Background: an optimization exercise with open tools, aiming at small area and a short achievable clock period. Do not read the settings as production practice.
Only simulation tests tie the RTL to the original design; equivalence was not proved.
No activity file was given, so power comes from the tool's default toggle rates.

==> flow/design.v <==
`default_nettype none
module mem_responder #(
   parameter int DEPTH       = 256,
   parameter int WAIT_STATES = 1
) (
   input  logic       clk,
   input  logic       reset,
   input  logic       req_valid,
   output logic       req_ready,
   input  logic       req_write,
   input  logic [7:0] req_addr,
   input  logic [7:0] req_wdata,
   output logic       rsp_valid,
   input  logic       rsp_ready,
   output logic [7:0] rsp_rdata,
   output logic       rsp_err,
   output logic       busy
   ,
   input  logic       ld_en,
   input  logic [7:0] ld_addr,
   input  logic [7:0] ld_data
);
   localparam int         AW       = (DEPTH > 1) ? $clog2(DEPTH) : 1;
   localparam logic [3:0] CNT_INIT = (WAIT_STATES > 0) ? 4'(WAIT_STATES - 1) : 4'd0;
   typedef enum logic [1:0] {
      IDLE    = 2'd0,
      ACCESS  = 2'd1,
      RESPOND = 2'd2
   } state_t;
   state_t     state;
   state_t     state_nxt;
   logic [3:0] cnt;
   logic       accept;
   logic       do_access;
   logic       ld_active;
   logic       lat_write;
   logic [7:0] lat_addr;
   logic [7:0] lat_wdata;
   logic [7:0] rdata_q;
   logic       err_q;
   logic [7:0] mem [0:DEPTH-1];
   logic       acc_write;
   logic [7:0] acc_addr;
   logic [7:0] acc_wdata;
   logic       acc_in_range;
   logic [7:0] acc_rdata;
   logic       ld_in_range;
   assign ld_active   = ld_en & reset & (state == IDLE);
   assign ld_in_range = ({1'b0, ld_addr} < 9'(DEPTH));
   assign acc_write    = (state == IDLE) ? req_write : lat_write;
   assign acc_addr     = (state == IDLE) ? req_addr  : lat_addr;
   assign acc_wdata    = (state == IDLE) ? req_wdata : lat_wdata;
   assign acc_in_range = ({1'b0, acc_addr} < 9'(DEPTH));
   assign acc_rdata    = (acc_in_range && !acc_write) ? mem[acc_addr[AW-1:0]] : 8'h00;
   always_ff @(posedge clk or negedge reset) begin
      if (!reset) begin
         state <= IDLE;
      end else begin
         state <= state_nxt;
      end
   end
   always_comb begin
      state_nxt = state;
      req_ready = 1'b0;
      accept    = 1'b0;
      do_access = 1'b0;
      case (state)
         IDLE: begin
            req_ready = reset & ~ld_active;
            accept    = req_valid & req_ready;
            if (accept) begin
               if (WAIT_STATES == 0) begin
                  do_access = 1'b1;
                  state_nxt = RESPOND;
               end else begin
                  state_nxt = ACCESS;
               end
            end
         end
         ACCESS: begin
            if (cnt == 4'd0) begin
               do_access = 1'b1;
               state_nxt = RESPOND;
            end
         end
         RESPOND: begin
            if (rsp_ready) begin
               state_nxt = IDLE;
            end
         end
         default: state_nxt = IDLE;
      endcase
   end
   always_ff @(posedge clk or negedge reset) begin
      if (!reset) begin
         cnt       <= 4'd0;
         lat_write <= 1'b0;
         lat_addr  <= 8'h00;
         lat_wdata <= 8'h00;
         rdata_q   <= 8'h00;
         err_q     <= 1'b0;
      end else begin
         if (accept) begin
            lat_write <= req_write;
            lat_addr  <= req_addr;
            lat_wdata <= req_wdata;
            cnt       <= CNT_INIT;
         end else if ((state == ACCESS) && (cnt != 4'd0)) begin
            cnt <= cnt - 4'd1;
         end
         if (do_access) begin
            rdata_q <= acc_rdata;
            err_q   <= ~acc_in_range;
         end else if ((state == RESPOND) && rsp_ready) begin
            rdata_q <= 8'h00;
            err_q   <= 1'b0;
         end
      end
   end
   always_ff @(posedge clk) begin
      if (do_access && acc_write && acc_in_range) begin
         mem[acc_addr[AW-1:0]] <= acc_wdata;
      end
      else if (ld_active && ld_in_range) begin
         mem[ld_addr[AW-1:0]] <= ld_data;
      end
   end
   assign rsp_valid = (state == RESPOND);
   assign rsp_rdata = rdata_q;
   assign rsp_err   = err_q;
   assign busy      = (state != IDLE);
endmodule
`default_nettype wire
==> flow/run.sh <==
#!/bin/bash
# synth_recipe.tcl (not shown) runs the flow's synth.tcl, then flattens the netlist and writes it again
# the make line also repeats each setting of config.mk as NAME=value (left out here)
make -C /OpenROAD-flow-scripts/flow DESIGN_CONFIG=/design/flow/config.mk WORK_HOME=/design/flow/orfs CLKGATE_MAP_FILE= SYNTH_SCRIPT=/design/flow/synth_recipe.tcl finish
==> flow/config.mk <==
export PLATFORM = sky130hd
export DESIGN_NAME = mem_responder
export DESIGN_NICKNAME = mem_responder
export VERILOG_FILES = /design/flow/design.v
export SDC_FILE = /design/flow/constraint.sdc
export NUM_CORES = 4
export LEC_CHECK = 0
export CAP_MARGIN = 20
export CORE_MARGIN = 2
export CORE_UTILIZATION = 40
export SLEW_MARGIN = 20
==> flow/constraint.sdc <==
create_clock -name core_clock -period 5.5 [get_ports {clk}]
set_input_delay 1.1000 -clock core_clock [delete_from_list [all_inputs] [get_ports {clk}]]
set_output_delay 1.1000 -clock core_clock [all_outputs]
set_load 0.01 [all_outputs]
==> impl_metrics.csv <==
group,metric,value,unit
run_status,status,"no timing/DRC/antenna violations",
worst_setup_path,r2r_cells,10,
clock_tree,path_clk_slew,60,ps
cells_and_area,final_common_cell,"edfxtp_1",
worst_setup_path,endpoint_kind,"flip-flop",
sta,finalMaxSlewViolations,0,
worst_setup_path,critPathArrivalTime,5480,ps
worst_setup_path,reg2reg_from,"state[0]$_DFFE_PN0P_",
floorplanning,rows,166,
grt,gr-total-overflow,0,
sta,worst_slew_pin_slew,1210,ps
logic_synthesis,ys_types,85,
worst_setup_path,crit_fanout,34,
cells_and_area,drive_above_1_share,16.2,%
floorplanning,boundaryPins,50,
grt,grt_pass1_vias,48700,
sta,hold_violations,0,
logic_synthesis,synth-edff-count,2048,
sta,rsz0062_at_grt,"false",
power,p_per_area,384,nW/um^2
clock_tree,h-tree-depth,4,
worst_setup_path,crit_path_start,"state[0]$_DFFE_PN0P_",
sta,tns,0,ps
worst_setup_path,cp.required,6190,ps
placed_design,dp.cells,8185,
routing,dr.first_iter.drc_count,7138,
clock_tree,cts_resized,0,
logic_synthesis,avgSynthCellArea,15.6,sq um
sta,skew,47.7,ps
placed_design,port_buffers,48,
clock_tree,tritoncts,"done",
routing,via_per_inst,5.98,
cells_and_area,nets,5747,
clock_tree,clock_sinks,2079,
placed_design,gp_congestion,0.913,
cells_and_area,finalNonFillerCells,8568,
logic_synthesis,synth_area,82700,sq um
clock_tree,clk_latency,860,ps
clock_tree,holdBufCountCts,0,
sta,slew-limit-headroom,19.3,%
cells_and_area,syn_to_final_growth,15.7,%
grt,grt_max_degree,153,
worst_setup_path,cpMaxStageDelayCell,"o41ai_1",
floorplanning,dieArea,210000,sq um
worst_setup_path,r2r_slack,710,ps
routing,ant_nets,0,
clock_tree,cts_buffers,208,
clock_tree,cts_setup_buffers,0,
logic_synthesis,syn-num-nets,5350,
floorplanning,core,205000,sq um
worst_setup_path,r2r_end,"rdata_q[6]$_DFFE_PN0P_",
cells_and_area,final_area,95700,sq um
grt,grt_pass1_wl,360000,microns
run,maxCapViolations,0,
worst_setup_path,crit_path_start_kind,"flip-flop",
sta,fmax,209,MHz
floorplanning,start_util,40.3,%
min_path,min_path_type,"input port to asynchronous set/reset pin",
logic_synthesis,syn_inst,5310,
logic_synthesis,yosys_warnings,1,
placed_design,placed_area,89100,sq um
placed_design,dp_hpwl,160000,microns
logic_synthesis,synth-async-reset-ratio,1.49,%
clock_tree,cts-root-buf,"clkbuf_16",
routing,drt_wl_total,253000,microns
routing,first_pass_iters,5,
clock_tree,cts_buffer_depth,3,
worst_setup_path,criticalPathCategory,"flip-flop to flip-flop",
worst_setup_path,crit_end,"rdata_q[6]$_DFFE_PN0P_",
floorplanning,die_y,459,microns
cells_and_area,layout_common_cells,"edfxtp_1 (2048), nand2_1 (1030), buf_4 (422)",
worst_setup_path,slowest_delay,910,ps
sta,fin_crit_sh,87.0,%
floorplanning,fp.dieW,459,microns
worst_setup_path,cp_cell_sequence,"buf_4 > nor2_2 > inv_2 > mux2i_4 > buf_12 > a221oi_1 > a21boi_0 > nand4_1 > o41ai_1 > o211ai_1",
sta,setup_viol,0,
grt,antenna_found_initial,12,
power,p_leak,0.0315,uW
grt,grt.total_usage,23.7,%
sta,fin_crit,4790,ps
routing,drc,0,
power,irDropWorstVdd,306,uV
logic_synthesis,synth_seq_area_share,75.3,%
routing,num_vias,51300,
logic_synthesis,dominantRegCellSynth,"edfxtp_1",
routing,routedWlPerCell,29.5,microns
logic_synthesis,synth.ff_latch_count,2079,
## cell type report
type                       instances  area (sq um)
clock buffer                     266          5470
timing repair buffer             531          4860
multi-input combinational       2882         18600
clock inverter                   114          1090
inverter                           5          18.8
fill                           17400        109000
tap                             2688          3360
sequential                      2079         62300
antenna                            3          7.51
## Yosys cell counts (all sizes together), types with 4 or more instances
library cell  count  area share (%)
dfrtp            31            0.94
o21ai            40            0.25
o221ai            8           0.085
a21o              8           0.073
and3            127            0.96
a32o              5           0.061
inv               5           0.023
o31ai             5           0.045
nand4b            5           0.053
mux2              8            0.11
a32oi            81            0.86
nor2            322             1.5
o211ai           12            0.11
a31oi           161             1.2
a22o             16            0.17
o311ai            4           0.042
mux2i           128             1.6
a311oi           22            0.23
a211oi          127             1.2
nand3           278             1.7
or4               5           0.045
nand4            68            0.51
mux4            165             4.6
nor3b             4           0.050
buf             208             1.8
nand2b            9           0.068
nand2          1032             4.7
nor3             12           0.073
a221oi           19            0.20
clkbuf          136            0.62
o2111ai          11            0.12
a21oi            57            0.35
o41ai             7           0.083
a22oi            30            0.27
o22ai            12           0.091
edfxtp         2048              74
a2111oi           5           0.053
a31o              6           0.064
nor2b             4           0.030
o21a              9           0.082
nor4             25            0.19
## how the worst min path moves through the flow
stage,endpoint,depth (start not counted)
after floorplan,lat_wdata[0]$_DFFE_PN0P_,2
after global placement,lat_wdata[6]$_DFFE_PN0P_,2
after detailed placement,lat_wdata[1]$_DFFE_PN0P_,2
after CTS,lat_wdata[4]$_DFFE_PN0P_,1
after global routing,lat_wdata[4]$_DFFE_PN0P_,1
final,lat_wdata[4]$_DFFE_PN0P_,1
## registers in the layout, summed over array words and instances (netlist names)
register   count
lat_wdata      8
lat_write      1
mem         2048
lat_addr       8
rdata_q        8
state          2
cnt            4
## critical path, delay by kind of cell, from the launching register on
family	cells	cell delay (ps)
AO/OA/AOI/OAI	4	1860
buffers and inverters	3	1140
flip-flops	1	340
multiplexers	1	880
AND/OR/NAND/NOR	2	310
## per-stage QoR
stage                     util (%)  hold slack, ps  total power, uW  setup WS, ps
after floorplan                  -             446            21200         -1840
after global placement        43.5             457            23200           207
after detailed placement      43.5             465            23200           249
after CTS                     46.7            29.5            36900           889
after global routing          46.7            56.5            37700           745
final                         46.7            77.8            36800           713
## report_power, final
part	total [uW]	internal [uW]	switching (uW)
clock	13800	7770	6010
combinational	4880	1410	3480
sequential	18100	18000	110
total	36800	27200	9590
## cells by family after synthesis
group                      count (synthesis)  synth area share [%]
DFF                                     2079                  75.3
muxes                                    301                  6.26
other                                      1               0.00454
xor gates and xnor gates                   3                0.0318
and+or+nand+nor                         1911                  10.0
adders and majority gates                  2                0.0303
AOI/OAI and AO/OA                        664                  5.83
buffers and inverters                    349                  2.47
## metal layers
metal / GRT usage [%] / vias up / share of wire, %
li1: - / 21400 / -
met1: 33.6 / 26500 / 40
met2: 35.8 / 2859 / 45
met3: 4.70 / 473 / 10
met4: 9.45 / 4 / 4.1
met5: 0 / - / 0.0083

[separate check: timing with driven ports]
In the flow no input, the clock included, has a driving cell. The finished layout below was timed again as built, in two steps.
Step 1, drivers: a clkbuf_16 drives clk and a buf_2 each remaining input, both assumed.
Step 2 moves the port delays by t, midway between the first and last clock arrival at a register: inputs arrive t later, outputs are due t later. That takes back most of the time a late clock gives input paths.
a / b / c = ideal ports / drivers / drivers and shift; a / b = the first two.
t (ns): 0.938
setup slack, ns: 0.713 / 0.713 / 0.026
worst hold slack (ns): 0.078 / 0.005 / 0.479
clock arrival spread, ns: 0.054 / 0.054
worst slew at a driven data input, ns: 0.09
After both steps setup and hold are still met in this run. For this run, drivers alone change the setup slack by 0.000 ns; drivers and shift together by -0.687 ns.
